This is an optimization exercise on Yosys and OpenROAD, whose aim is small area, a short achievable clock period and few clock cycles per item, not a production implementation. At most, simulation tests tie the RTL to the original design; equivalence was not proved. The RTL of runs 1 to 3 was laid out without a check of its function.

**flow/flow/run.sh**
```bash
#!/bin/bash
# The standard layout, with the port buffers made as sky130_fd_sc_hd__buf_1 cells (the flow's
# timing repair resizes them where needed) instead of the slow delay-buffer cell that
# buffer_ports picks by default. Every port still gets its buffer.
set -euo pipefail
export BUFFER_PORTS_ARGS="-buffer_cell sky130_fd_sc_hd__buf_1"
bash standard.sh > standard_flow.log 2>&1
```
**flow/standard.sh**
```bash
#!/bin/bash
# synth_recipe.tcl (not shown) runs the flow's synth.tcl, then flattens the netlist and writes it again
# the make line also repeats each setting of config.mk as NAME=value (left out here)
make -C /OpenROAD-flow-scripts/flow DESIGN_CONFIG=/design/flow/config.mk WORK_HOME=/design/flow/orfs CLKGATE_MAP_FILE= SYNTH_SCRIPT=/design/flow/synth_recipe.tcl "${@:-finish}"
```
**flow/config.mk**
```make
export PLATFORM = sky130hd
export DESIGN_NAME = decimal_palindrome_check_unit
export DESIGN_NICKNAME = decimal_palindrome_check_unit
export VERILOG_FILES = /design/flow/design.v
export SDC_FILE = /design/flow/constraint.sdc
export NUM_CORES = 4
export LEC_CHECK = 0
export ABC_AREA = 1
export CAP_MARGIN = 20
export CORE_MARGIN = 2
export CORE_UTILIZATION = 40
export SETUP_SLACK_MARGIN = 3.0
export SLEW_MARGIN = 20
```
**flow/constraint.sdc**
```tcl
create_clock -name core_clock -period 6.5 [get_ports {clk}]
set_input_delay 1.3000 -clock core_clock [delete_from_list [all_inputs] [get_ports {clk}]]
set_output_delay 1.3000 -clock core_clock [all_outputs]
set_load 0.01 [all_outputs]
```
**flow/design.v**
```verilog
`default_nettype none
package dpc_pkg;
	localparam int DEF_VALUE_BITS = 32;
	function automatic logic [39:0] bcd_mask(input int s);
		case (s)
			0: bcd_mask = 40'h0000000000;
			1: bcd_mask = 40'h0000000001;
			2: bcd_mask = 40'h0000000003;
			3: bcd_mask = 40'h0000000007;
			4: bcd_mask = 40'h000000001f;
			5: bcd_mask = 40'h000000003f;
			6: bcd_mask = 40'h000000007f;
			7: bcd_mask = 40'h00000001ff;
			8: bcd_mask = 40'h00000003ff;
			9: bcd_mask = 40'h00000007ff;
			10: bcd_mask = 40'h0000001fff;
			11: bcd_mask = 40'h0000003fff;
			12: bcd_mask = 40'h0000007fff;
			13: bcd_mask = 40'h000000ffff;
			14: bcd_mask = 40'h000001ffff;
			15: bcd_mask = 40'h000003ffff;
			16: bcd_mask = 40'h000007ffff;
			17: bcd_mask = 40'h00001fffff;
			18: bcd_mask = 40'h00003fffff;
			19: bcd_mask = 40'h00007fffff;
			20: bcd_mask = 40'h0001ffffff;
			21: bcd_mask = 40'h0003ffffff;
			22: bcd_mask = 40'h0007ffffff;
			23: bcd_mask = 40'h000fffffff;
			24: bcd_mask = 40'h001fffffff;
			25: bcd_mask = 40'h003fffffff;
			26: bcd_mask = 40'h007fffffff;
			27: bcd_mask = 40'h01ffffffff;
			28: bcd_mask = 40'h03ffffffff;
			29: bcd_mask = 40'h07ffffffff;
			30: bcd_mask = 40'h1fffffffff;
			31: bcd_mask = 40'h3fffffffff;
			default: bcd_mask = 40'hffffffffff;
		endcase
	endfunction
	function automatic logic [3:0] dd_adjust(input logic [3:0] d);
		dd_adjust[3] = d[3] | (d[2] & (d[1] | d[0]));
		dd_adjust[2] = d[3] ? d[0] : (d[2] & !d[1] & !d[0]);
		dd_adjust[1] = d[3] ? !d[0] : (d[2] ? (d[1] & d[0]) : d[1]);
		dd_adjust[0] = d[3] ? !d[0] : (d[2] ? (d[1] & !d[0]) : d[0]);
	endfunction
endpackage
`default_nettype wire
`default_nettype none
module dpc_dd_stage
#(
	parameter int S0 = 0,
	parameter int NB = 8
) (
	input  wire logic [39:0]   in_bcd,
	input  wire logic [NB-1:0] in_bits,
	output logic      [39:0]   out_bcd
);
	logic [39:0] b;
	always_comb begin
		b = in_bcd & dpc_pkg::bcd_mask(S0);
		for (int s = 0; s < NB; s++) begin
			for (int k = 0; k < 10; k++) begin
				b[k*4 +: 4] = dpc_pkg::dd_adjust(b[k*4 +: 4]);
			end
			b = {b[38:0], in_bits[NB-1-s]} & dpc_pkg::bcd_mask(S0 + s + 1);
		end
		out_bcd = b;
	end
endmodule
`default_nettype wire
`default_nettype none
module dpc_sym_pairs (
	input  wire logic [39:0] in_bcd,
	output logic      [10:2] out_eq,
	output logic      [9:1]  out_nz
);
	logic [4:0] peq [11];
	always_comb begin
		for (int i = 1; i < 10; i++) begin
			out_nz[i] = |in_bcd[i*4 +: 4];
		end
		for (int l = 2; l <= 10; l++) begin
			peq[l] = 5'h1f;
			for (int i = 0; i < l / 2; i++) begin
				peq[l][i] = (in_bcd[i*4 +: 4] == in_bcd[(l-1-i)*4 +: 4]);
			end
			out_eq[l] = &peq[l];
		end
	end
endmodule
module dpc_sym_check (
	input  wire logic [10:2] in_eq,
	input  wire logic [9:1]  in_nz,
	output logic             out_pal
);
	logic [9:0] nz;
	logic [9:0] hi_zero;
	logic [9:0] term;
	always_comb begin
		nz = {in_nz, 1'b0};
		for (int l = 0; l < 10; l++) begin
			hi_zero[l] = ((nz >> (l + 1)) == 10'd0);
		end
		term[0] = hi_zero[0];
		for (int l = 2; l <= 10; l++) begin
			term[l-1] = nz[l-1] & hi_zero[l-1] & in_eq[l];
		end
		out_pal = |term;
	end
endmodule
`default_nettype wire
`default_nettype none
module decimal_palindrome_check_unit
#(
	parameter int VALUE_BITS = dpc_pkg::DEF_VALUE_BITS
) (
	input  wire logic                         clk,
	input  wire logic                         arst_n,
	input  wire logic                         in_valid,
	output logic                              in_ready,
	input  wire logic signed [VALUE_BITS-1:0] in_value,
	input  wire logic                         in_is_last,
	output logic                              out_valid,
	input  wire logic                         out_ready,
	output logic signed [VALUE_BITS-1:0]      out_value_echo,
	output logic                              out_is_palindrome,
	output logic                              out_last_out
);
	logic        adv;
	logic        valid_q1;
	logic        last_q1;
	logic [31:0] value_q1;
	logic [39:0] bcd_q1;
	logic [39:0] bcd_nx1;
	logic        valid_q2;
	logic        last_q2;
	logic [31:0] value_q2;
	logic [39:0] bcd_q2;
	logic [39:0] bcd_nx2;
	logic        valid_q3;
	logic        last_q3;
	logic [31:0] value_q3;
	logic [39:0] bcd_q3;
	logic [39:0] bcd_nx3;
	logic        valid_q4;
	logic        last_q4;
	logic [31:0] value_q4;
	logic [39:0] bcd_q4;
	logic [39:0] bcd_nx4;
	logic        valid_q5;
	logic        last_q5;
	logic [31:0] value_q5;
	logic [10:2] eq_q5;
	logic [9:1]  nz_q5;
	logic        neg9_q5;
	logic [39:0] bcd_fin;
	logic [39:0] bcd_mag;
	logic        pal;
	logic [10:2] eq_nx;
	logic [9:1]  nz_nx;
	logic        neg_end9;
	logic [3:0]  d0;
	logic [3:0]  d0_inc;
	assign adv      = !valid_q5 || out_ready;
	assign in_ready = adv;
	dpc_dd_stage #(.S0(0), .NB(7)) u_dd0 (
		.in_bcd  (40'd0),
		.in_bits (in_value[30:24] ^ {7{in_value[31]}}),
		.out_bcd (bcd_nx1)
	);
	dpc_dd_stage #(.S0(7), .NB(6)) u_dd1 (
		.in_bcd  (bcd_q1),
		.in_bits (value_q1[23:18] ^ {6{value_q1[31]}}),
		.out_bcd (bcd_nx2)
	);
	dpc_dd_stage #(.S0(13), .NB(7)) u_dd2 (
		.in_bcd  (bcd_q2),
		.in_bits (value_q2[17:11] ^ {7{value_q2[31]}}),
		.out_bcd (bcd_nx3)
	);
	dpc_dd_stage #(.S0(20), .NB(7)) u_dd3 (
		.in_bcd  (bcd_q3),
		.in_bits (value_q3[10:4] ^ {7{value_q3[31]}}),
		.out_bcd (bcd_nx4)
	);
	dpc_dd_stage #(.S0(27), .NB(4)) u_dd4 (
		.in_bcd  (bcd_q4),
		.in_bits (value_q4[3:0] ^ {4{value_q4[31]}}),
		.out_bcd (bcd_fin)
	);
	assign d0     = bcd_fin[3:0];
	assign d0_inc = {d0[3] | (d0[2] & d0[1] & d0[0]), d0[2] ^ (d0[1] & d0[0]), d0[1] ^ d0[0], !d0[0]};
	assign bcd_mag = {bcd_fin[39:4], value_q4[31] ? d0_inc : d0};
	assign neg_end9 = value_q4[31] && bcd_fin[3] && bcd_fin[0];
	dpc_sym_pairs u_pairs (
		.in_bcd  (bcd_mag),
		.out_eq  (eq_nx),
		.out_nz  (nz_nx)
	);
	always_ff @(posedge clk or negedge arst_n) begin
		if (!arst_n) begin
			valid_q1 <= 1'b0;
			valid_q2 <= 1'b0;
			valid_q3 <= 1'b0;
			valid_q4 <= 1'b0;
			valid_q5 <= 1'b0;
		end else begin
			if (adv) begin
				valid_q1 <= in_valid;
				valid_q2 <= valid_q1;
				valid_q3 <= valid_q2;
				valid_q4 <= valid_q3;
				valid_q5 <= valid_q4;
			end
		end
	end
	always_ff @(posedge clk) begin
		if (adv && in_valid) begin
			last_q1  <= in_is_last;
			value_q1 <= in_value;
			bcd_q1   <= bcd_nx1;
		end
		if (adv && valid_q1) begin
			last_q2  <= last_q1;
			value_q2 <= value_q1;
			bcd_q2   <= bcd_nx2;
		end
		if (adv && valid_q2) begin
			last_q3  <= last_q2;
			value_q3 <= value_q2;
			bcd_q3   <= bcd_nx3;
		end
		if (adv && valid_q3) begin
			last_q4  <= last_q3;
			value_q4 <= value_q3;
			bcd_q4   <= bcd_nx4;
		end
		if (adv && valid_q4) begin
			last_q5  <= last_q4;
			value_q5 <= value_q4;
			eq_q5    <= eq_nx;
			nz_q5    <= nz_nx;
			neg9_q5  <= neg_end9;
		end
	end
	assign out_valid         = valid_q5;
	assign out_last_out      = last_q5;
	assign out_value_echo    = value_q5;
	dpc_sym_check u_sym (
		.in_eq   (eq_q5),
		.in_nz   (nz_q5),
		.out_pal (pal)
	);
	assign out_is_palindrome = pal && !neg9_q5;
endmodule
`default_nettype wire
```
==> results.cfg, run 1 <==
[synth]
synthDistinctLibCells = 51
yosys.area_share.xor_xnor_pct = 3.95
seq_area_frac_synth_pct = 41.4
syn_area_per_cell_um2 = 7.19
synth_compound_area_share_pct = 11.3
synth_flop_cell = edfxtp_1
synth_edf_count = 267
netlist_area_um2 = 19700
ys_ff_latch = 272
synthArstFlopShare_pct = 1.84
synthCells = 2733
yosysWarnings = 9
synth_top_family_by_area = simple AND/OR/NAND/NOR gates
synth-simple-area-share_pct = 34.5
synth_fa_ha_area_share_pct = 0.0637
synth.area.mux_share_pct = 0
synth_nets = 2771

[final_layout]
nets = 2877
area_growth_pct = 11.0
drive_gt1_share_pct = 12.0
n_antenna_cell = 0
design_area_um2 = 21800
fin_util_pct = 44.8
instances_no_fill = 3524

[detailed_routing]
wl_per_cell_um = 11.3
dr.pass1.iters = 5
ant_nets = 0
vias = 16849
wl_mm = 39.9
initialDrtViolationCount = 632
viasPerCell = 4.78
drc = 0

[setup_path]
required_ns = 5.20
cp.arrival_ns = 2.00
endpoint_kind = primary output
reg2reg_depth = 19
r2r_start = bcd_q4[0]
crit_start = out_ready
worst-setup-path-type = in2out
cp-start-kind = input port
crit_fanout = 7

[clock_tree]
cts_tree = yes
cts-buffers-inserted = 31
clockBufferDepth = 3
cts.sinks = 272
htreeDepth = 1
cts-root-buf = clkbuf_16
clk_latency_ns = 0.60
cts.clk_slew.worst_paths_ns = 0.06
cts_hold_buffers = 0

[global_route]
use_met3_pct = 2.19
grt_remaining_overflow = 0
grt_max_degree = 60
grt_first_pass_wirelength_mm = 69.2
met1_usage_pct = 17.6
antenna_found_initial = 0
grt_use_met2_pct = 31.6
grt_use_total_pct = 16.1
first_global_vias = 16142
top_usage_layer = met2

[sta]
slew_viol_final = 0
period_minus_slack_ns = 3.30
hold_ws_ns = 0.411
finalSetupViolCount = 0
fin_setup_tns_ns = 0
min_period_over_period_pct = 50.8
finalWorstSetupSlack_ns = 3.20
finalClockSkew_ns = 0.0294
rsz0062_at_grt = true
hold_violations = 0
max_freq_ghz = 0.303
slew_headroom_pct = 48.4
worst_pin_slew_ns = 0.774

[placed_design]
dpl_worst_slack_ns = 2.65
dpl_cell_area_um2 = 20800
io_buffers = 72
dp.cells = 3468
hpwl_mm = 31.3
gp_congestion = 0.902

[job]
max-cap-violations = 0

[floorplanning]
core-area_um2 = 48700
io_pins = 73
num_rows = 81
die-area_um2 = 50900
die_y_um = 226
initial_core_util_pct = 40.3
die_w_um = 226

[worst_hold_path]
min_path_cells = 0
hp-class = reg2reg
hp-start = value_q2[8]

[outcome]
status = timing/DRC/antenna clean
## path summary, 6_finish.rpt
check,end,slack [ns]
max in group asynchronous,valid_q4,5.74
setup reg to reg,eq_q5[7],3.42
min in group asynchronous,valid_q5,0.55
setup / recovery,in_ready,3.20
hold / removal,value_q3[8],0.41
hold reg to reg,value_q3[8],0.41
## layout make-up
cell class / instances / area [um2]
multi-input combinational: 2010 / 9870
timing repair buffer: 79 / 324
inverter: 445 / 1670
clock buffer: 31 / 776
fill: 4873 / 26900
tap: 664 / 831
sequential: 272 / 8140
clock inverter: 23 / 210
## state kept, by name, indices dropped and copies added, names as in the netlist
name      cells
neg9_q5       1
eq_q5         9
value_q5     32
value_q4     32
valid_q5      1
bcd_q4       33
value_q3     32
last_q5       1
bcd_q2       16
valid_q2      1
nz_q5         9
value_q2     32
bcd_q1        9
last_q1       1
last_q2       1
last_q3       1
value_q1     32
valid_q1      1
bcd_q3       25
valid_q3      1
last_q4       1
valid_q4      1
## cell families (layout without fill, tap and decap cells)
family,count (synthesis),count (layout)
DFF,272,272
xor gates and xnor gates,81,81
adders and majority gates,1,1
buffers and inverters,451,578
and+or+nand+nor,1569,1569
AOI/OAI and AO/OA,359,359
## Yosys cell counts (2+ instances only)
library cell	number	area share, %
nand2_1	928	18
inv_1	370	7.1
edfxtp_1	267	41
nor2_1	257	4.9
nand3_1	181	4.6
a21oi_1	99	2.5
o21ai_1	81	2.1
inv_2	73	1.4
o21ai_0	71	1.8
nand2_2	64	2.0
nand4_1	41	1.3
xor2_1	38	1.7
xnor2_1	37	1.6
o21ai_2	34	1.5
nor2_2	31	0.99
a21oi_2	18	0.80
nor2_4	18	1.0
nor3_1	15	0.38
nand3_2	14	0.71
o211ai_1	9	0.34
o22ai_1	9	0.29
o21bai_1	7	0.27
o21ai_4	6	0.50
a21oi_4	5	0.41
a31oi_1	5	0.16
dfrtp_1	5	0.64
or2_1	5	0.16
and2_1	4	0.13
a21boi_1	3	0.11
a22oi_1	3	0.11
nand3b_1	3	0.11
a21boi_0	2	0.076
buf_2	2	0.051
buf_4	2	0.076
clkinv_1	2	0.038
nand2_4	2	0.11
nand3_4	2	0.18
o211ai_2	2	0.13
o21a_1	2	0.076
or2_2	2	0.064
xnor2_2	2	0.17
xnor2_4	2	0.28
xor2_2	2	0.17
## layout by cell type (no fill, tap or decap), drive strengths merged, types with 3 or more instances in the layout
master,synthesis,routed
clkbuf,1,32
o21bai,7,7
dfrtp,5,5
buf,5,78
nand4,41,41
and2,4,4
o22ai,9,9
o21ai,192,192
nand2,994,994
a21boi,6,6
or2,7,7
nor3,15,15
a31oi,5,5
inv,443,446
nand3,197,197
a21oi,122,122
a22oi,3,3
xnor2,41,41
o211ai,11,11
clkinvlp,0,4
edfxtp,267,267
clkinv,2,16
nand3b,3,3
nor2,306,306
xor2,40,40
## routing by layer
layer  vias to the layer above  wire length (um)  part of all wire [%]
met5                         -                 0                     0
met4                         0              1090                   2.7
met3                        69              1130                   2.8
met2                       186             20900                    52
met1                      7581             16800                    42
li1                       9013                 -                     -
## worst max-delay path, stage by stage
cell    delay, ns
buf_1        0.10
nor2_4       0.26
inv_1        0.18
buf_1        0.16
## timing repair
| item | 4_1_cts | 5_1_grt |
|---|---|---|
| resized for setup | 1 | 6 |
| setup endpoints to repair | 1 | 10 |
| setup buffers | 0 | 2 |
| pin swaps | 0 | 2 |
==> run 2: changes to the inputs <==
--- a/flow/design.v
+++ b/flow/design.v
@@ -171,20 +171,20 @@
 	);
-	dpc_dd_stage #(.S0(7), .NB(6)) u_dd1 (
+	dpc_dd_stage #(.S0(7), .NB(7)) u_dd1 (
 		.in_bcd  (bcd_q1),
-		.in_bits (value_q1[23:18] ^ {6{value_q1[31]}}),
+		.in_bits (value_q1[23:17] ^ {7{value_q1[31]}}),
 		.out_bcd (bcd_nx2)
 	);
-	dpc_dd_stage #(.S0(13), .NB(7)) u_dd2 (
+	dpc_dd_stage #(.S0(14), .NB(7)) u_dd2 (
 		.in_bcd  (bcd_q2),
-		.in_bits (value_q2[17:11] ^ {7{value_q2[31]}}),
+		.in_bits (value_q2[16:10] ^ {7{value_q2[31]}}),
 		.out_bcd (bcd_nx3)
 	);
-	dpc_dd_stage #(.S0(20), .NB(7)) u_dd3 (
+	dpc_dd_stage #(.S0(21), .NB(8)) u_dd3 (
 		.in_bcd  (bcd_q3),
-		.in_bits (value_q3[10:4] ^ {7{value_q3[31]}}),
+		.in_bits (value_q3[9:2] ^ {8{value_q3[31]}}),
 		.out_bcd (bcd_nx4)
 	);
-	dpc_dd_stage #(.S0(27), .NB(4)) u_dd4 (
+	dpc_dd_stage #(.S0(29), .NB(2)) u_dd4 (
 		.in_bcd  (bcd_q4),
-		.in_bits (value_q4[3:0] ^ {4{value_q4[31]}}),
+		.in_bits (value_q4[1:0] ^ {2{value_q4[31]}}),
 		.out_bcd (bcd_fin)
--- a/flow/config.mk
+++ b/flow/config.mk
@@ -11,3 +11,3 @@
 export CORE_UTILIZATION = 40
-export SETUP_SLACK_MARGIN = 3.0
+export SETUP_SLACK_MARGIN = 3.3
 export SLEW_MARGIN = 20
==> run 2 against run 1 <==
Flip-flop and latch count up 4. Cell count shrank 2.3%. Still clean on timing, DRC and antenna.
==> results.cfg, run 2 <==
[placed_design]
dpl_cell_area_um2 = 20000
gp_congestion = 0.904
hpwl_mm = 29.7
io_buffers = 72

[setup_path]
endpoint_kind = primary output
crit_start = nz_q5[2]
cp.arrival_ns = 1.95
cp-start-kind = flop
required_ns = 5.20
crit_fanout = 2
worst-setup-path-type = reg2out
r2r_start = bcd_q3[7]

[sta]
hold_violations = 0
slew_headroom_pct = 35.4
slew_viol_final = 0
period_minus_slack_ns = 3.25
min_period_over_period_pct = 49.9
fin_setup_tns_ns = 0
max_freq_ghz = 0.308
rsz0062_at_grt = true
finalSetupViolCount = 0
finalClockSkew_ns = 0.0115
worst_pin_slew_ns = 0.970

[final_layout]
area_growth_pct = 27.2
drive_gt1_share_pct = 28.6
design_area_um2 = 24000
nets = 2851
fin_util_pct = 51.5
n_antenna_cell = 0
top_register = bcd_q4
multi_input_area_um2 = 11300
largest_register_ff_count = 35
final_cell_mix = 615 x nand2_1, 355 x inv_1, 271 x edfxtp_1
fillers = 4387
register_area_um2 = 8260
final_common_cell = nand2_1

[synth]
synth_flop_cell = edfxtp_1
ys_ff_latch = 276
synthDistinctLibCells = 62
synth.most_common_cell = nand2_1
synth_fa_ha_area_share_pct = 0.0662
synth.area.mux_share_pct = 0.0529
synthArstFlopShare_pct = 1.81
netlist_area_um2 = 18900
synth.area.top_cells = edfxtp_1 43%, nand2_1 17%, inv_1 8.2%
synth_edf_count = 271
synth-simple-area-share_pct = 31.2
yosys.area_share.xor_xnor_pct = 3.74
seq_area_frac_synth_pct = 43.7
syn_area_per_cell_um2 = 7.22
synth_nets = 2659
synth_compound_area_share_pct = 12.1
yosysTopAreaCell = edfxtp_1
yosysWarnings = 9
ys_top_cells_by_count = 848 x nand2_1, 413 x inv_1, 271 x edfxtp_1, 259 x nor2_1, 192 x nand3_1
synth_top_family_by_area = simple AND/OR/NAND/NOR gates
yosys.area.top_type_share_pct = 43.0
synthCells = 2621

[detailed_routing]
viasPerCell = 4.97
drc = 0
initialDrtViolationCount = 768
vias = 17111
ant_nets = 0
wl_per_cell_um = 12.3
wl_mm = 42.3
dr.pass1.iters = 18

[floorplanning]
io_pins = 73
die_w_um = 221
die-area_um2 = 49000
core-area_um2 = 46700
num_rows = 79
initial_core_util_pct = 40.5
die_y_um = 221

[worst_hold_path]
hp-start = value_q3[18]
hp-class = reg2reg

[job]
max-cap-violations = 0

[clock_tree]
cts.sinks = 276
clockBufferDepth = 3
cts_hold_buffers = 0
htreeDepth = 1
cts-buffers-inserted = 30
cts.clk_slew.worst_paths_ns = 0.07
clk_latency_ns = 0.59
cts_tree = yes
cts-root-buf = clkbuf_16

[global_route]
grt_max_degree = 70
grt_use_total_pct = 15.6
grt_first_pass_wirelength_mm = 66.3
grt_remaining_overflow = 0
first_global_vias = 15405
antenna_found_initial = 0

[outcome]
status = timing/DRC/antenna clean
run 2: cell count changes in the layout (fill, tap and decap cells not counted), sizes merged, moves of 7 or more:
cell   change
buf       +91
o22ai     +14
nor2      -33
and3       +7
a21oi     -19
nand2    -128
run 2: final cells by class:
| cell class | instances | share of cell area, % |
|---|---|---|
| tap | 607 | 3.16 |
| timing repair buffer | 169 | 4.31 |
| sequential | 276 | 34.4 |
| clock inverter | 21 | 1.00 |
| multi-input combinational | 1891 | 47.0 |
| clock buffer | 34 | 3.18 |
| inverter | 445 | 7.02 |
run 2: metrics by stage:
stage | setup slack [ns] | hold slack [ns] | instances
CTS | 3.17 | 0.415 | 3358
global route | 2.98 | 0.415 | 3443
detailed placement | 2.73 | 0.405 | 3299
floorplan | 2.89 | 0.400 | 2621
finish | 3.25 | 0.412 | 3443
global placement | 2.75 | 0.400 | 3299
run 2: cells by family after synthesis:
| logic type | count (synthesis) |
|---|---|
| and+or+nand+nor | 1421 |
| buffers and inverters | 454 |
| AOI/OAI and AO/OA | 388 |
| DFF | 276 |
| xor gates and xnor gates | 80 |
| muxes | 1 |
| adders and majority gates | 1 |
run 2: metal layers:
layer / vias to the layer above / global-route usage, % / routed length, um
li1: 8983 / - / -
met1: 7888 / 17.5 / 17000
met2: 183 / 30.6 / 23200
met3: 57 / 2.01 / 1080
met4: 0 / 4.27 / 937
met5: - / 0 / 0
run 2: worst paths after layout:
kind | end | slack, ns | cells after the start
worst min-delay path | value_q4[18] | 0.41 | 0
worst min register to register | value_q4[18] | 0.41 | 0
min in group asynchronous | valid_q5 | 0.56 | 1
worst max register to register | bcd_q4[9] | 3.29 | 21
worst max-delay path | out_is_palindrome | 3.25 | 8
max in group asynchronous | valid_q3 | 5.72 | 1
run 2: what timing repair did:
action	4_1_cts	5_1_grt
setup buffers	4	85
pin swaps	1	222
gates resized for setup	20	736
gates cloned	0	0
setup endpoints to repair	50	87
run 2: critical path, stage by stage, from the launching register on:
cell,delay [ns]
edfxtp_1,0.40
a21oi_2,0.12
a211oi_1,0.06
o31ai_1,0.25
o21ai_1,0.13
a21oi_1,0.16
o21bai_1,0.07
inv_1,0.05
buf_2,0.11
==> run 3: changes to the inputs <==
--- a/flow/config.mk
+++ b/flow/config.mk
@@ -11,3 +11,3 @@
 export CORE_UTILIZATION = 40
-export SETUP_SLACK_MARGIN = 3.3
+export SETUP_SLACK_MARGIN = 3.45
 export SLEW_MARGIN = 20
==> run 3 against run 2 <==
Sequential share of layout area down 2.0 points. Count of clock-buffer cells in the layout up 2. Clock skew up 0.010 ns. Synthesized cell count unchanged. Routed wire length up 7.4%. Global-route usage up 0.85 points. Maximum frequency up 0.38%.
==> results.cfg, run 3 <==
[synth]
synth.most_common_cell = nand2_1
synthDistinctLibCells = 62
synthArstFlopShare_pct = 1.81
synthCells = 2621
synth_top_family_by_area = simple AND/OR/NAND/NOR gates
ys_top_cells_by_count = 848 x nand2_1, 413 x inv_1, 271 x edfxtp_1, 259 x nor2_1, 192 x nand3_1
synth.area.top_cells = edfxtp_1 43%, nand2_1 17%, inv_1 8.2%
seq_area_frac_synth_pct = 43.7
netlist_area_um2 = 18900
yosys.area.top_type_share_pct = 43.0
synth_nets = 2659
ys_ff_latch = 276
yosys.area_share.xor_xnor_pct = 3.74
synth.area.mux_share_pct = 0.0529
yosysWarnings = 9
syn_area_per_cell_um2 = 7.22
yosysTopAreaCell = edfxtp_1
synth_fa_ha_area_share_pct = 0.0662
synth-simple-area-share_pct = 31.2
synth_compound_area_share_pct = 12.1
synth_edf_count = 271
synth_flop_cell = edfxtp_1

[worst_hold_path]
hp-class = reg2reg

[final_layout]
drive_gt1_share_pct = 36.1
final_common_cell = nand2_1
top_register = bcd_q4
nets = 2906
final_cell_mix = 552 x nand2_1, 313 x inv_1, 271 x edfxtp_1
fin_util_pct = 54.8
n_antenna_cell = 0
fillers = 4160
area_growth_pct = 35.2
instances_no_fill = 3498
largest_register_ff_count = 35

[clock_tree]
cts_tree = yes
cts-root-buf = clkbuf_16
cts-buffers-inserted = 30
cts.sinks = 276
clk_latency_ns = 0.57
cts.clk_slew.worst_paths_ns = 0.06
htreeDepth = 1
clockBufferDepth = 3

[detailed_routing]
drc = 0
wl_per_cell_um = 13.0
viasPerCell = 5.04
ant_nets = 0
wl_mm = 45.4
initialDrtViolationCount = 737
dr.pass1.iters = 16
vias = 17634

[job]
max-cap-violations = 0

[outcome]
status = timing/DRC/antenna clean

[global_route]
first_global_vias = 16053
grt_remaining_overflow = 0
antenna_found_initial = 0
grt_use_total_pct = 16.4
grt_max_degree = 70
grt_first_pass_wirelength_mm = 69.8

[placed_design]
hpwl_mm = 30.1
dp.cells = 3298
io_buffers = 72
dpl_worst_slack_ns = 2.80
gp_congestion = 0.855

[sta]
fin_setup_tns_ns = 0
max_freq_ghz = 0.309
period_minus_slack_ns = 3.23
finalClockSkew_ns = 0.0216
finalSetupViolCount = 0
hold_ws_ns = 0.416
hold_violations = 0
slew_headroom_pct = 38.3
finalWorstSetupSlack_ns = 3.27
slew_viol_final = 0
worst_pin_slew_ns = 0.925
rsz0062_at_grt = true
min_period_over_period_pct = 49.7

[setup_path]
endpoint_kind = flop
rrSetupSlack_ns = 3.27
crit_fanout = 5
required_ns = 6.82
cp.arrival_ns = 3.55
cp-start-kind = flop
worst-setup-path-type = reg2reg

[floorplanning]
die_w_um = 221
initial_core_util_pct = 40.5
die_y_um = 221
num_rows = 79
core-area_um2 = 46700
die-area_um2 = 49000
io_pins = 73
run 3: cell counts after synthesis:
Identical to the previous run, type by type.
run 3: cell type report:
type                       instances  area (um2)  area share, %
timing repair buffer             224        1570           6.14
clock buffer                      36         773           3.03
sequential                       276        8260           32.3
clock inverter                    19         256           1.00
inverter                         445        1700           6.67
tap                              607         759           2.97
multi-input combinational       1891       12200           47.9
run 3: through the flow:
stage	instance area [um2]
6_report	25600
3_3_place_gp	20000
5_1_grt	25600
4_1_cts	22100
2_1_floorplan	19000
3_5_place_dp	20000
run 3: what timing repair did:
action	4_1_cts	5_1_grt
setup endpoints to repair	82	86
hold buffers	0	0
resized for setup	251	824
pin swaps	107	263
buffers inserted	44	101
run 3: path summary, 6_finish.rpt:
kind	depth (start not counted)	end	start
setup / recovery	25	bcd_q4[21]	bcd_q3[15]
hold / removal	0	value_q5[29]	value_q4[29]
setup reg to reg	25	bcd_q4[21]	bcd_q3[15]
hold reg to reg	0	value_q5[29]	value_q4[29]
max in group asynchronous	1	valid_q3	arst_n
min in group asynchronous	1	valid_q5	arst_n
run 3: logic make-up (layout without fill, tap and decap cells):
kind of cell,count (synthesis),in the layout
buffers and inverters,454,724
XOR/XNOR,80,80
flip-flops,276,276
AO/OA/AOI/OAI,388,388
adder cells (fa/ha/maj),1,1
AND/OR/NAND/NOR,1421,1421
multiplexers,1,1
run 3: per-layer routing:
| metal | vias up | track usage [%] | share of wire [%] |
|---|---|---|---|
| met5 | - | 0 | 0 |
| met4 | 0 | 4.21 | 1.9 |
| li1 | 9082 | - | - |
| met3 | 57 | 1.95 | 2.1 |
| met2 | 155 | 32.9 | 57 |
| met1 | 8340 | 18.1 | 39 |
run 3: worst max-delay path: stages, from the launching register on:
cell and delay (ns):
edfxtp_1 0.47, buf_4 0.18, nand2_2 0.06, inv_2 0.05, nor2_4 0.16, nand2_4 0.08
nand2_2 0.06, nand2_2 0.06, nor2_4 0.12, nand4_1 0.24, nand2_4 0.17, inv_4 0.04
nand2_4 0.07, nor2_4 0.04, nor2_4 0.13, nand3_2 0.12, nand2_4 0.12, nand4_1 0.18
nand2_4 0.17, o21ai_2 0.08, nand2_2 0.10, inv_4 0.05, nand2_2 0.08, nand2_1 0.05
nand2_1 0.05, nand2_1 0.04
==> run 4: changes to the inputs <==
--- a/flow/design.v
+++ b/flow/design.v
@@ -181,10 +181,10 @@
 	);
-	dpc_dd_stage #(.S0(21), .NB(8)) u_dd3 (
+	dpc_dd_stage #(.S0(21), .NB(7)) u_dd3 (
 		.in_bcd  (bcd_q3),
-		.in_bits (value_q3[9:2] ^ {8{value_q3[31]}}),
+		.in_bits (value_q3[9:3] ^ {7{value_q3[31]}}),
 		.out_bcd (bcd_nx4)
 	);
-	dpc_dd_stage #(.S0(29), .NB(2)) u_dd4 (
+	dpc_dd_stage #(.S0(28), .NB(3)) u_dd4 (
 		.in_bcd  (bcd_q4),
-		.in_bits (value_q4[1:0] ^ {2{value_q4[31]}}),
+		.in_bits (value_q4[2:0] ^ {3{value_q4[31]}}),
 		.out_bcd (bcd_fin)
--- a/flow/config.mk
+++ b/flow/config.mk
@@ -11,3 +11,4 @@
 export CORE_UTILIZATION = 40
-export SETUP_SLACK_MARGIN = 3.45
+export GPL_TIMING_DRIVEN = 0
+export SETUP_SLACK_MARGIN = 3.0
 export SLEW_MARGIN = 20
==> run 4 against run 3 <==
Routed wire length down 9.8%. Clock skew is 0.011 ns lower.
==> results.cfg, run 4 <==
[outcome]
status = timing/DRC/antenna clean

[floorplanning]
core-area_um2 = 48600
io_pins = 73
initial_core_util_pct = 40.4
die-area_um2 = 50900
die_w_um = 226
die_y_um = 226
num_rows = 81

[setup_path]
crit_fanout = 7
endpoint_kind = primary output
slowest_delay_ns = 0.27
worst-path-stages = 4
worst-setup-path-type = in2out
crit_top_cell = buf_1
required_ns = 5.20
critPathBufInv = 3
slowest_stage = nor2_4
crit_family = buffers and inverters
crit-reg2reg-capture = eq_q5[6]
cp.arrival_ns = 2.02
path_cells = buf_1, nor2_4, inv_1, buf_1
cp-start-kind = input port
reg2reg_depth = 16
r2r_start = value_q4[31]
rrSetupSlack_ns = 3.22

[sta]
hold_violations = 0
period_minus_slack_ns = 3.32
finalWorstSetupSlack_ns = 3.18
rsz0062_at_grt = true
worst_pin_slew_ns = 0.787
slew_viol_final = 0
finalSetupViolCount = 0
min_period_over_period_pct = 51.0
fin_setup_tns_ns = 0
max_freq_ghz = 0.302
finalClockSkew_ns = 0.0109
slew_headroom_pct = 47.2

[synth]
netlist_area_um2 = 19600
yosysWarnings = 9
synthDistinctLibCells = 64
synth_edf_count = 270
synth_flop_cell = edfxtp_1
yosysTopAreaCell = edfxtp_1
synthCells = 2697
ys_top_cells_by_count = 878 x nand2_1, 368 x inv_1, 270 x edfxtp_1, 230 x nor2_1, 196 x nand3_1
synth_nets = 2735
syn_area_per_cell_um2 = 7.28
synthArstFlopShare_pct = 1.82
ys_ff_latch = 275
yosys.area.top_type_share_pct = 41.3
synth.most_common_cell = nand2_1
seq_area_frac_synth_pct = 41.9
synth.area.top_cells = edfxtp_1 41%, nand2_1 17%, inv_1 7.0%

[final_layout]
drive_gt1_share_pct = 12.0
top_register = bcd_q4
fin_util_pct = 45.1
nets = 2849
final_cell_mix = 878 x nand2_1, 367 x inv_1, 270 x edfxtp_1
n_antenna_cell = 0
register_area_um2 = 8230
multi_input_area_um2 = 9630
largest_register_ff_count = 34
fillers = 4705
final_common_cell = nand2_1
design_area_um2 = 22000
area_growth_pct = 11.8

[worst_hold_path]
whs_endpoint = value_q2[1]
min_path_cells = 0
hp-start = value_q1[1]
hp-class = reg2reg

[clock_tree]
htreeDepth = 1
cts-root-buf = clkbuf_16
cts_tree = yes
cts_hold_buffers = 0
cts-buffers-inserted = 31
cts.sinks = 275
clockBufferDepth = 3
cts.clk_slew.worst_paths_ns = 0.06
clk_latency_ns = 0.57

[global_route]
grt_max_degree = 32
antenna_found_initial = 0
grt_remaining_overflow = 0
top_usage_layer = met2
grt_first_pass_wirelength_mm = 70.2
first_global_vias = 16011
use_met3_pct = 1.98
grt_use_total_pct = 16.3
grt_use_met2_pct = 32.2
met1_usage_pct = 18.4

[detailed_routing]
ant_nets = 0
initialDrtViolationCount = 817
wl_mm = 41.0
dr.pass1.iters = 5
viasPerCell = 4.88
vias = 16862
wl_per_cell_um = 11.9
drc = 0

[placed_design]
hpwl_mm = 32.0
dpl_cell_area_um2 = 20900
dpl_worst_slack_ns = 2.66
gp_congestion = 0.873
io_buffers = 72

[job]
max-cap-violations = 0
run 4: cell types whose count changed after synthesis, sizes merged, moves of 5 or more:
| cell | change |
|---|---|
| nand2 | +55 |
| a31oi | +5 |
| xor2 | +13 |
| a21oi | +12 |
| nand3 | +12 |
| or2 | -7 |
| inv | +22 |
| a211o | -5 |
| a2111oi | -5 |
| nor4 | +5 |
run 4: how the worst max path moves through the flow:
| stage | start | endpoint | slack (ns) |
|---|---|---|---|
| after floorplan | out_ready | bcd_q4[0] | 2.92 |
| after global placement | out_ready | bcd_q4[32] | 1.82 |
| after detailed placement | in_value[31] | bcd_q1[5] | 2.66 |
| after CTS | out_ready | in_ready | 3.03 |
| after global routing | bcd_q4[3] | eq_q5[6] | 2.94 |
| final | out_ready | in_ready | 3.18 |
run 4: layer usage:
layer / part of all wire [%] / routed length (um)
met3: 2.5 / 1010
met5: 0 / 0
met1: 43 / 17600
met2: 53 / 21600
met4: 1.8 / 742
run 4: per-stage QoR:
| step | hold WS, ns | std cells |
|---|---|---|
| finish | 0.411 | 3455 |
| global route | 0.423 | 3455 |
| CTS | 0.413 | 3455 |
| detailed placement | 0.405 | 3400 |
| global placement | 0.401 | 3391 |
| floorplan | 0.400 | 2697 |
run 4: repair_timing:
action	4_1_cts	5_1_grt
endpoints found under the setup margin	1	7
hold endpoints to repair	0	0
gates resized for setup	1	3
buffers inserted	0	0
run 4: worst register-to-register path: cells and delay by family, from the launching register on:
kind	cells	cell delay (ns)
AOI/OAI and AO/OA	4	0.74
DFF	1	0.49
buffers and inverters	5	0.62
xor gates and xnor gates	1	0.28
adders and majority gates	1	0.27
and+or+nand+nor	5	0.71
run 4: layout make-up:
class | count | area share (%)
sequential | 275 | 37.5
clock inverter | 19 | 1.05
timing repair buffer | 81 | 2.19
multi-input combinational | 1947 | 43.9
tap | 622 | 3.54
buffer | 8 | 0.239
inverter | 467 | 7.98
clock buffer | 36 | 3.62
run 4: cells by family (layout without fill, tap and decap cells):
group,after synthesis,count (layout),synth area share (%)
AOI/OAI and AO/OA,374,374,12.1
adders and majority gates,1,1,0.0637
muxes,1,1,0.0510
xor gates and xnor gates,96,96,4.51
DFF,275,275,41.9
and+or+nand+nor,1475,1475,32.1
buffers and inverters,475,611,9.20
Testbench counts of run 4, summed over its fixed seeds: cycles 12,040, items 12,000.
==> run 5: changes to the inputs <==
--- a/flow/config.mk
+++ b/flow/config.mk
@@ -8,7 +8,6 @@
 export ABC_AREA = 1
-export CAP_MARGIN = 20
+export CAP_MARGIN = 10
 export CORE_MARGIN = 2
 export CORE_UTILIZATION = 40
-export GPL_TIMING_DRIVEN = 0
 export SETUP_SLACK_MARGIN = 3.0
-export SLEW_MARGIN = 20
+export SLEW_MARGIN = 10
==> run 5 against run 4 <==
First-iteration DRC count fell by 17%. Critical endpoint unchanged. Setup slack improved by 0.023 ns. Still clean. Sequential share of layout area rose by 0.32 points. Critical path depth unchanged. Global-route usage fell by 0.14 points. Count of clock-buffer cells in the layout is the same. Hold slack improved by 0.00065 ns. Die area unchanged. Flip-flop and latch count is the same.
==> results.cfg, run 5 <==
[final_layout]
n_antenna_cell = 0
final_cell_mix = 878 x nand2_1, 368 x inv_1, 270 x edfxtp_1
largest_register_ff_count = 34
design_area_um2 = 21800
final_common_cell = nand2_1
top_register = bcd_q4
drive_gt1_share_pct = 11.8
nets = 2838
fillers = 4720
area_growth_pct = 10.9

[global_route]
grt_remaining_overflow = 0
grt_use_total_pct = 16.1
grt_max_degree = 69
antenna_found_initial = 0
first_global_vias = 16287
grt_first_pass_wirelength_mm = 69.9

[synth]
synth_flop_cell = edfxtp_1
synth_edf_count = 270
seq_area_frac_synth_pct = 41.9
synth_fa_ha_area_share_pct = 0.0637
ys_top_cells_by_count = 878 x nand2_1, 368 x inv_1, 270 x edfxtp_1, 230 x nor2_1, 196 x nand3_1
synth_compound_area_share_pct = 12.1
synth.area.top_cells = edfxtp_1 41%, nand2_1 17%, inv_1 7.0%
yosysWarnings = 9
yosys.area.top_type_share_pct = 41.3
yosys.area_share.xor_xnor_pct = 4.51
synth-simple-area-share_pct = 32.1
syn_area_per_cell_um2 = 7.28
synth.area.mux_share_pct = 0.0510
netlist_area_um2 = 19600
synth.most_common_cell = nand2_1
synth_nets = 2735
synthCells = 2697
synthDistinctLibCells = 64
synthArstFlopShare_pct = 1.82
ys_ff_latch = 275
yosysTopAreaCell = edfxtp_1
synth_top_family_by_area = simple AND/OR/NAND/NOR gates

[sta]
min_period_over_period_pct = 50.7
hold_violations = 0
fin_setup_tns_ns = 0
rsz0062_at_grt = true
worst_pin_slew_ns = 0.897
slew_viol_final = 0
period_minus_slack_ns = 3.29
finalSetupViolCount = 0
finalClockSkew_ns = 0.0110
max_freq_ghz = 0.304
slew_headroom_pct = 40.2

[placed_design]
gp_congestion = 0.858
dpl_cell_area_um2 = 20700
io_buffers = 72
hpwl_mm = 31.0

[job]
max-cap-violations = 0

[setup_path]
crit_family = buffers and inverters
slowest_delay_ns = 0.27
path_cells = buf_1, nor2_4, inv_1, buf_1
slowest_stage = nor2_4
crit_fanout = 7
cp-start-kind = input port
critPathBufInv = 3
cp.arrival_ns = 1.99
worst-setup-path-type = in2out
crit_top_cell = buf_1
required_ns = 5.20
endpoint_kind = primary output
worst-path-stages = 4
reg2reg_depth = 12

[outcome]
status = timing/DRC/antenna clean

[detailed_routing]
viasPerCell = 4.85
wl_per_cell_um = 11.5
dr.pass1.iters = 5
ant_nets = 0
drc = 0
wl_mm = 39.6
vias = 16708
initialDrtViolationCount = 677

[clock_tree]
clockBufferDepth = 3
clk_latency_ns = 0.57
cts_hold_buffers = 0
cts_tree = yes
cts.sinks = 275
cts-buffers-inserted = 31
htreeDepth = 1
cts-root-buf = clkbuf_16
cts.clk_slew.worst_paths_ns = 0.06
post-cts-setup-buffers = 0

[floorplanning]
num_rows = 81
die_w_um = 226
core-area_um2 = 48600
initial_core_util_pct = 40.4
die-area_um2 = 50900
io_pins = 73
die_y_um = 226

[worst_hold_path]
min_path_cells = 0
hp-class = reg2reg
run 5: through the flow:
stage	hold WS (ns)	utilization (%)	setup WS, ns	cells
3_5_place_dp	0.405	42.6	2.66	3389
5_1_grt	0.422	44.8	2.97	3447
2_1_floorplan	0.400	-	2.92	2697
4_1_cts	0.417	44.7	3.04	3447
6_report	0.412	44.8	3.21	3447
3_3_place_gp	0.401	42.6	2.76	3389
run 5: final timing paths:
check                             start           end  slack, ns
max                           out_ready      in_ready       3.21
min                        value_q4[20]  value_q5[20]       0.41
max reg2reg                   bcd_q4[3]      eq_q5[3]       3.29
min reg2reg                value_q4[20]  value_q5[20]       0.41
max in group asynchronous        arst_n      valid_q3       5.72
min in group asynchronous        arst_n      valid_q1       0.57
run 5: metal layers:
| layer | GRT usage [%] | wire length (um) | vias to the layer above |
|---|---|---|---|
| met5 | 0 | 0 | - |
| met4 | 3.82 | 889 | 0 |
| li1 | - | - | 8968 |
| met3 | 1.94 | 853 | 55 |
| met2 | 32.2 | 20800 | 110 |
| met1 | 17.9 | 17100 | 7575 |
run 5: kinds of logic (layout without fill, tap and decap cells):
kind of cell / count (synthesis) / count (layout)
XOR/XNOR: 96 / 96
AND/OR/NAND/NOR: 1475 / 1475
flip-flops: 275 / 275
buffers and inverters: 475 / 603
AO/OA/AOI/OAI: 374 / 374
adder cells (fa/ha/maj): 1 / 1
multiplexers: 1 / 1
run 5: what timing repair did:
| item | in CTS | in global routing |
|---|---|---|
| endpoints found under the setup margin | 1 | 6 |
| hold endpoints to repair | 0 | 0 |
| gates resized for setup | 1 | 5 |
run 5: final cells by class:
| class | instances | area (um2) | share of cell area [%] |
|---|---|---|---|
| Clock buffer | 36 | 795 | 3.65 |
| Clock inverter | 22 | 245 | 1.13 |
| Inverter | 467 | 1750 | 8.05 |
| Multi-Input combinational cell | 1947 | 9650 | 44.3 |
| Sequential cell | 275 | 8230 | 37.8 |
| Tap cell | 622 | 778 | 3.57 |
| Timing Repair Buffer | 78 | 317 | 1.45 |
==> run 6: changes to the inputs <==
--- a/flow/config.mk
+++ b/flow/config.mk
@@ -8,6 +8,6 @@
 export ABC_AREA = 1
-export CAP_MARGIN = 10
+export CAP_MARGIN = 20
 export CORE_MARGIN = 2
 export CORE_UTILIZATION = 40
-export SETUP_SLACK_MARGIN = 3.0
-export SLEW_MARGIN = 10
+export SETUP_SLACK_MARGIN = 3.6
+export SLEW_MARGIN = 20
==> run 6 against run 5 <==
Still clean on timing, DRC and antenna. Synthesized cell count did not move. Clock skew rose by 0.0057 ns. Largest cell class unchanged. Core utilization rose by 12 points. Critical endpoint is now out_is_palindrome. First-iteration DRC count did not move.
==> results.cfg, run 6 <==
[clock_tree]
clk_latency_ns = 0.54
cts.clk_slew.worst_paths_ns = 0.05
clockBufferDepth = 3
cts_tree = yes
cts.sinks = 275
cts-buffers-inserted = 34
cts-root-buf = clkbuf_16
cts_hold_buffers = 0
htreeDepth = 2

[setup_path]
endpoint_kind = primary output
crit_fanout = 1
worst-setup-path-type = reg2out
crit_start = nz_q5[1]
r2r_start = bcd_q1[2]
rrSetupSlack_ns = 3.52
cp.arrival_ns = 1.96
cp-start-kind = flop
crit_end = out_is_palindrome
crit-reg2reg-capture = bcd_q2[6]
reg2reg_depth = 19
required_ns = 5.20

[detailed_routing]
ant_nets = 0
initialDrtViolationCount = 677
wl_mm = 48.3
vias = 18341
drc = 0
wl_per_cell_um = 13.3
dr.pass1.iters = 7
viasPerCell = 5.03

[sta]
hold_ws_ns = 0.411
min_period_over_period_pct = 50.2
max_freq_ghz = 0.307
slew_headroom_pct = 46.3
slew_viol_final = 0
worst_pin_slew_ns = 0.806
rsz0062_at_grt = true
period_minus_slack_ns = 3.26
finalSetupViolCount = 0
hold_violations = 0
finalClockSkew_ns = 0.0167
fin_setup_tns_ns = 0

[final_layout]
n_antenna_cell = 0
drive_gt1_share_pct = 44.0
final_cell_mix = 514 x nand2_1, 301 x nand2_2, 300 x inv_1
largest_register_ff_count = 34
nets = 3038
instances_no_fill = 3646
final_common_cell = nand2_1
top_register = bcd_q4
area_growth_pct = 40.9

[synth]
seq_area_frac_synth_pct = 41.9
synth_edf_count = 270
synthArstFlopShare_pct = 1.82
synth_flop_cell = edfxtp_1
yosysWarnings = 9
synth_nets = 2735
netlist_area_um2 = 19600
ys_top_cells_by_count = 878 x nand2_1, 368 x inv_1, 270 x edfxtp_1, 230 x nor2_1, 196 x nand3_1
yosysTopAreaCell = edfxtp_1
synth.most_common_cell = nand2_1
synth.area.top_cells = edfxtp_1 41%, nand2_1 17%, inv_1 7.0%
syn_area_per_cell_um2 = 7.28
ys_ff_latch = 275
yosys.area.top_type_share_pct = 41.3
synthDistinctLibCells = 64
synthCells = 2697

[floorplanning]
core-area_um2 = 48600
initial_core_util_pct = 40.4
num_rows = 81
die_y_um = 226
die_w_um = 226
die-area_um2 = 50900
io_pins = 73

[global_route]
grt_first_pass_wirelength_mm = 69.7
grt_use_total_pct = 16.3
top_usage_layer = met2
grt_max_degree = 61
grt_use_met2_pct = 32.0
antenna_found_initial = 0
use_met3_pct = 2.13
grt_remaining_overflow = 0
first_global_vias = 16139
met1_usage_pct = 18.2

[placed_design]
gp_congestion = 0.879
hpwl_mm = 31.2
io_buffers = 72
dp.cells = 3388

[job]
max-cap-violations = 0

[worst_hold_path]
hp-start = value_q3[17]
hp-class = reg2reg

[outcome]
status = timing/DRC/antenna clean
## run 6: cell types whose count changed in the layout (fill, tap and decap cells not counted), sizes merged
| cell | before | now |
|---|---|---|
| inv | 469 | 466 |
| clkinv | 11 | 10 |
| buf | 77 | 274 |
| clkbuf | 37 | 45 |
| clkinvlp | 5 | 3 |
## run 6: area by class of cell
| type | instances | area, um2 |
|---|---|---|
| clock buffer | 44 | 910 |
| clock inverter | 16 | 203 |
| fill | 4177 | 21000 |
| inverter | 467 | 1820 |
| multi-input combinational | 1947 | 13700 |
| sequential | 275 | 8230 |
| tap | 622 | 778 |
| timing repair buffer | 275 | 2060 |
## run 6: cell families after synthesis
| family | Yosys count | synth area share (%) |
|---|---|---|
| compound gates | 374 | 12.1 |
| mux | 1 | 0.0510 |
| buf+inv | 475 | 9.20 |
| fa+ha+maj | 1 | 0.0637 |
| flops | 275 | 41.9 |
| simple gates | 1475 | 32.1 |
| xor+xnor | 96 | 4.51 |
## run 6: worst min path at each step
| stage | to | slack [ns] | depth (start not counted) |
|---|---|---|---|
| after floorplan | last_q2 | 0.40 | 0 |
| after global placement | value_q5[4] | 0.40 | 0 |
| after detailed placement | value_q2[26] | 0.40 | 0 |
| after CTS | value_q4[17] | 0.41 | 0 |
| after global routing | value_q4[16] | 0.42 | 0 |
| final | value_q4[17] | 0.41 | 0 |
## run 6: layer usage
layer  vias to the layer above  routed length (um)
met5                         -                   0
met2                       227               27200
li1                       9374                   -
met4                         0                1230
met3                        88                1210
met1                      8652               18700
## run 6: through the flow
step | instance area [um2] | worst slack (ns) | utilization [%]
finish | 27700 | 3.24 | 56.9
global route | 27700 | 3.08 | 56.9
CTS | 22100 | 3.21 | 45.4
detailed placement | 20700 | 2.84 | 42.6
global placement | 20700 | 2.92 | 42.6
floorplan | 19700 | 3.38 | -
## run 6: repair_timing
| item | 4_1_cts | 5_1_grt |
|---|---|---|
| setup buffers | 13 | 184 |
| gates cloned | 0 | 1 |
| setup endpoints to repair | 42 | 118 |
| gates resized for setup | 32 | 1143 |
| pin swaps | 2 | 469 |
## run 6: critical path, cell delays in order, from the launching register on
cell and delay, ns:
edfxtp_1 0.37, a21oi_2 0.14, a211oi_1 0.05, o31ai_1 0.28, o21ai_1 0.17, a21oi_1 0.18
o21bai_1 0.07, inv_1 0.07, buf_6 0.10
==> run 7: changes to the inputs <==
--- a/flow/config.mk
+++ b/flow/config.mk
@@ -11,3 +11,3 @@
 export CORE_UTILIZATION = 40
-export SETUP_SLACK_MARGIN = 3.6
+export SETUP_SLACK_MARGIN = 3.47
 export SLEW_MARGIN = 20
==> run 7 against run 6 <==
Via count down 5.6%. Global-route usage down 0.26 points. Die area did not move. Routed wire length is 11% lower. Critical path depth is the same. Sequential share of layout area is 4.4 points higher. Maximum frequency increased by 3.0%. Register-to-register slack gained 0.03 ns. Design area down 13%. Cell count shrank 3.2%. Core utilization shrank 7.4 points. Critical path type unchanged. Largest cell class unchanged.
==> results.cfg, run 7 <==
[setup_path]
slowest_delay_ns = 0.39
crit-reg2reg-capture = bcd_q2[6]
critPathBufInv = 2
reg2reg_depth = 19
required_ns = 5.20
path_cells = a21oi_2, a211oi_2, o31ai_1, o21ai_1, a21oi_1, o21bai_1, inv_1, buf_2
crit_start = nz_q5[1]
r2r_start = bcd_q1[0]
rrSetupSlack_ns = 3.55
cp.arrival_ns = 1.87
cp-start-kind = flop
crit_fanout = 1
worst-setup-path-type = reg2out
slowest_stage = edfxtp_1
endpoint_kind = primary output
crit_family = compound AO/OA/AOI/OAI gates

[sta]
min_period_over_period_pct = 48.7
finalClockSkew_ns = 0.0122
finalSetupViolCount = 0
rsz0062_at_grt = true
worst_pin_slew_ns = 0.773
slew_headroom_pct = 48.4
fin_setup_tns_ns = 0
hold_violations = 0
period_minus_slack_ns = 3.17
slew_viol_final = 0
max_freq_ghz = 0.316

[clock_tree]
cts.clk_slew.worst_paths_ns = 0.06
cts.sinks = 275
clk_latency_ns = 0.58
cts-buffers-inserted = 31
clockBufferDepth = 3
htreeDepth = 1
cts_tree = yes
cts_hold_buffers = 0
cts-root-buf = clkbuf_16

[synth]
synthDistinctLibCells = 64
yosysTopAreaCell = edfxtp_1
syn_area_per_cell_um2 = 7.28
synth_edf_count = 270
netlist_area_um2 = 19600
synthArstFlopShare_pct = 1.82
ys_top_cells_by_count = 878 x nand2_1, 368 x inv_1, 270 x edfxtp_1, 230 x nor2_1, 196 x nand3_1
synth_flop_cell = edfxtp_1
ys_ff_latch = 275
yosys.area.top_type_share_pct = 41.3
synth.area.top_cells = edfxtp_1 41%, nand2_1 17%, inv_1 7.0%
seq_area_frac_synth_pct = 41.9
yosysWarnings = 9
synth_nets = 2735
synth.most_common_cell = nand2_1
synthCells = 2697

[detailed_routing]
viasPerCell = 4.91
drc = 0
wl_mm = 42.9
dr.pass1.iters = 4
ant_nets = 0
wl_per_cell_um = 12.2
vias = 17315
initialDrtViolationCount = 668

[worst_hold_path]
min_path_cells = 0
hp-class = reg2reg
hp-start = value_q4[28]
whs_endpoint = value_q5[28]

[global_route]
grt_remaining_overflow = 0
grt_use_total_pct = 16.0
first_global_vias = 15974
grt_first_pass_wirelength_mm = 69.4
antenna_found_initial = 0
grt_max_degree = 61

[final_layout]
final_cell_mix = 721 x nand2_1, 347 x inv_1, 270 x edfxtp_1
n_antenna_cell = 0
multi_input_area_um2 = 11300
final_common_cell = nand2_1
drive_gt1_share_pct = 26.5
fin_util_pct = 49.5
largest_register_ff_count = 34
top_register = bcd_q4
register_area_um2 = 8230
fillers = 4621
nets = 2922
area_growth_pct = 22.6

[floorplanning]
io_pins = 73
die-area_um2 = 50900
core-area_um2 = 48600
num_rows = 81
initial_core_util_pct = 40.4
die_y_um = 226
die_w_um = 226

[placed_design]
hpwl_mm = 31.0
gp_congestion = 0.876
io_buffers = 72

[outcome]
status = timing/DRC/antenna clean

[job]
max-cap-violations = 0
## run 7: cell type report
type	instances	share of cell area [%]
inverter	467	7.34
multi-input combinational	1947	46.8
clock inverter	21	0.930
tap	622	3.23
sequential	275	34.2
clock buffer	36	3.30
timing repair buffer	162	4.20
## run 7: logic make-up (layout without fill, tap and decap cells)
kind of cell	after synthesis	in the layout	synth area share (%)
DFF	275	275	41.9
muxes	1	1	0.0510
and+or+nand+nor	1475	1475	32.1
xor gates and xnor gates	96	96	4.51
buffers and inverters	475	686	9.20
AOI/OAI and AO/OA	374	374	12.1
adders and majority gates	1	1	0.0637
## run 7: worst max-delay path by stage
stage                         to  cells after the start
6_report       out_is_palindrome                      8
2_1_floorplan           in_ready                      2
3_5_place_dp            in_ready                      4
3_3_place_gp            in_ready                      4
5_1_grt        out_is_palindrome                      8
4_1_cts        out_is_palindrome                      8
## run 7: per-stage QoR
stage               cells  area, um2  setup WS, ns  hold slack (ns)
floorplan            2697      19700          3.23            0.400
global placement     3388      20700          2.84            0.401
detailed placement   3388      20700          2.76            0.405
CTS                  3449      21800          3.26            0.416
global route         3530      24100          3.16            0.423
finish               3530      24100          3.33            0.413
## run 7: timing repair
action,4_1_cts,5_1_grt
setup endpoints to repair,12,83
resized for setup,17,451
setup buffers,4,81
pin swaps,2,140
## run 7: per-layer routing
metal	wire [um]	vias to the layer above	GRT usage, %
li1	-	9138	-
met1	17800	7943	18.0
met2	23100	172	31.7
met3	1080	62	2.01
met4	941	0	4.04
met5	0	-	0
==> run 8: changes to the inputs <==
--- a/flow/config.mk
+++ b/flow/config.mk
@@ -11,3 +11,3 @@
 export CORE_UTILIZATION = 40
-export SETUP_SLACK_MARGIN = 3.47
+export SETUP_SLACK_MARGIN = 3.42
 export SLEW_MARGIN = 20
==> run 8 against run 7 <==
Routed wire length is 1.9% lower. Non-clock buffer count is 30 lower. Cell count is 0.82% lower. Hold slack worse by 0.0029 ns. Critical path type unchanged. Global-route usage is 0.092 points higher. Design area is 3.5% lower. Area after synthesis stayed put. Critical path depth stayed put. First-iteration DRC count is 4.8% higher.
==> results.cfg, run 8 <==
[final_layout]
largest_register_ff_count = 34
area_growth_pct = 18.3
register_area_um2 = 8230
drive_gt1_share_pct = 20.6
fillers = 4702
design_area_um2 = 23200
final_common_cell = nand2_1
final_cell_mix = 810 x nand2_1, 355 x inv_1, 270 x edfxtp_1
top_register = bcd_q4
fin_util_pct = 47.7
multi_input_area_um2 = 10600
n_antenna_cell = 0
nets = 2893

[detailed_routing]
initialDrtViolationCount = 700
ant_nets = 0
dr.pass1.iters = 5
viasPerCell = 4.90
wl_mm = 42.1
wl_per_cell_um = 12.0
vias = 17168
drc = 0

[placed_design]
dpl_worst_slack_ns = 2.77
io_buffers = 72
dpl_cell_area_um2 = 20700
gp_congestion = 0.866
hpwl_mm = 31.3

[floorplanning]
num_rows = 81
die_y_um = 226
io_pins = 73
die-area_um2 = 50900
core-area_um2 = 48600
die_w_um = 226
initial_core_util_pct = 40.4

[synth]
synth.area.top_cells = edfxtp_1 41%, nand2_1 17%, inv_1 7.0%
yosys.area.top_type_share_pct = 41.3
syn_area_per_cell_um2 = 7.28
seq_area_frac_synth_pct = 41.9
ys_top_cells_by_count = 878 x nand2_1, 368 x inv_1, 270 x edfxtp_1, 230 x nor2_1, 196 x nand3_1
yosysTopAreaCell = edfxtp_1
synthDistinctLibCells = 64
synth.most_common_cell = nand2_1
synth_flop_cell = edfxtp_1
ys_ff_latch = 275
synth_edf_count = 270
yosysWarnings = 9
synthArstFlopShare_pct = 1.82
synthCells = 2697
netlist_area_um2 = 19600
synth_nets = 2735

[sta]
finalWorstSetupSlack_ns = 3.29
max_freq_ghz = 0.311
finalClockSkew_ns = 0.0153
rsz0062_at_grt = true
hold_violations = 0
min_period_over_period_pct = 49.5
fin_setup_tns_ns = 0
slew_headroom_pct = 48.1
period_minus_slack_ns = 3.21
slew_viol_final = 0
worst_pin_slew_ns = 0.778
finalSetupViolCount = 0

[global_route]
grt_max_degree = 61
grt_first_pass_wirelength_mm = 69.8
grt_use_total_pct = 16.1
first_global_vias = 16214
grt_remaining_overflow = 0
antenna_found_initial = 0

[outcome]
status = timing/DRC/antenna clean

[clock_tree]
cts-root-buf = clkbuf_16
clockBufferDepth = 3
cts_hold_buffers = 0
clk_latency_ns = 0.58
cts.sinks = 275
cts.clk_slew.worst_paths_ns = 0.07
htreeDepth = 1
cts_tree = yes
cts-buffers-inserted = 31

[setup_path]
worst-setup-path-type = reg2out
required_ns = 5.20
cp.arrival_ns = 1.91
crit_fanout = 2
endpoint_kind = primary output
cp-start-kind = flop

[job]
max-cap-violations = 0

[worst_hold_path]
hp-class = reg2reg
run 8: cell counts after synthesis:
Identical to the previous run, type by type.
run 8: cells by family after synthesis:
kind of cell	Yosys count	share of synthesized area [%]
compound gates	374	12.1
xor+xnor	96	4.51
fa+ha+maj	1	0.0637
buf+inv	475	9.20
flops	275	41.9
mux	1	0.0510
simple gates	1475	32.1
run 8: repair_timing:
action / 4_1_cts / 5_1_grt
gates resized for setup: 7 / 270
pin swaps: 1 / 66
cloned: 0 / 1
setup buffers: 0 / 54
setup endpoints to repair: 8 / 88
run 8: worst max-delay path: stages (launching register included):
cell and delay, ns:
edfxtp_1 0.42, a21oi_2 0.14, a211oi_2 0.05, o31ai_1 0.20, o21ai_1 0.14, a21oi_1 0.15, o21bai_1 0.07, inv_1 0.05
buf_2 0.11
run 8: final cells by class:
cell class | count | share of cell area, %
Clock buffer | 35 | 3.40
Clock inverter | 22 | 1.21
Inverter | 467 | 7.57
Multi-Input combinational cell | 1948 | 45.8
Sequential cell | 275 | 35.4
Tap cell | 622 | 3.35
Timing Repair Buffer | 132 | 3.23
run 8: final timing paths:
kind / from / to / slack, ns / cells after the start
max: nz_q5[2] / out_is_palindrome / 3.29 / 8
min: value_q2[17] / value_q3[17] / 0.41 / 0
max reg2reg: bcd_q3[15] / bcd_q4[27] / 3.62 / 16
min reg2reg: value_q2[17] / value_q3[17] / 0.41 / 0
max in group asynchronous: arst_n / valid_q3 / 5.71 / 1
min in group asynchronous: arst_n / valid_q5 / 0.58 / 1
run 8: metrics by stage:
step / hold WS [ns] / instances
floorplan: 0.400 / 2697
global placement: 0.401 / 3389
detailed placement: 0.405 / 3389
CTS: 0.413 / 3446
global route: 0.417 / 3501
finish: 0.410 / 3501
run 8: metal layers:
layer  track usage [%]  share of wire (%)  wire length (um)  vias up
met5                 0                  0                 0        -
met4              3.61                2.1               867        0
met3              1.92                2.3               986       57
met2              32.4                 54             22600      158
met1              17.8                 42             17600     7868
li1                  -                  -                 -     9085

-- what the ideal ports hide --
No port has a modelled driver above. Below, the same layouts with a new extraction and two added sets of constraints. Step 1: set_driving_cell puts a clkbuf_16 on clk and a buf_2 on each other input, an assumption about the parent block. Step 2 adds t to the input delays and takes it off the output delays; t is the mean of the earliest and latest rising clock arrival at the registers after step 1. Input paths then give back, and output paths get back, about the clock's delay inside the block. a / b / c = no drivers / after step 1 / after step 2; a / b = the first two.
| run | shift t [ns] | setup WS [ns] | worst hold slack (ns) | worst data-port slew with drivers (ns) | pins driven straight from the clock port |
|---|---|---|---|---|---|
| run 1 | 0.635 | 3.198 / 3.174 / 2.817 | 0.411 / 0.411 / 0.411 | 0.05 | 1 |
| run 2 | 0.635 | 3.255 / 3.201 / 3.005 | 0.412 / 0.412 / 0.412 | 0.04 | 1 |
| run 3 | 0.619 | 3.267 / 3.230 / 3.144 | 0.416 / 0.416 / 0.416 | 0.04 | 1 |
| run 4 | 0.620 | 3.184 / 3.160 / 2.787 | 0.411 / 0.411 / 0.411 | 0.06 | 1 |
| run 5 | 0.622 | 3.206 / 3.172 / 2.859 | 0.412 / 0.412 / 0.412 | 0.05 | 1 |
| run 6 | 0.590 | 3.239 / 3.181 / 3.239 | 0.411 / 0.411 / 0.411 | 0.05 | 1 |
| run 7 | 0.625 | 3.334 / 3.282 / 3.120 | 0.413 / 0.413 / 0.413 | 0.04 | 1 |
| run 8 | 0.623 | 3.285 / 3.231 / 3.056 | 0.410 / 0.410 / 0.410 | 0.05 | 1 |
After both steps every run listed still meets setup and hold. The setup slack of run 4, which loses most, moves by -0.024 ns with the drivers and by -0.397 ns with both steps.
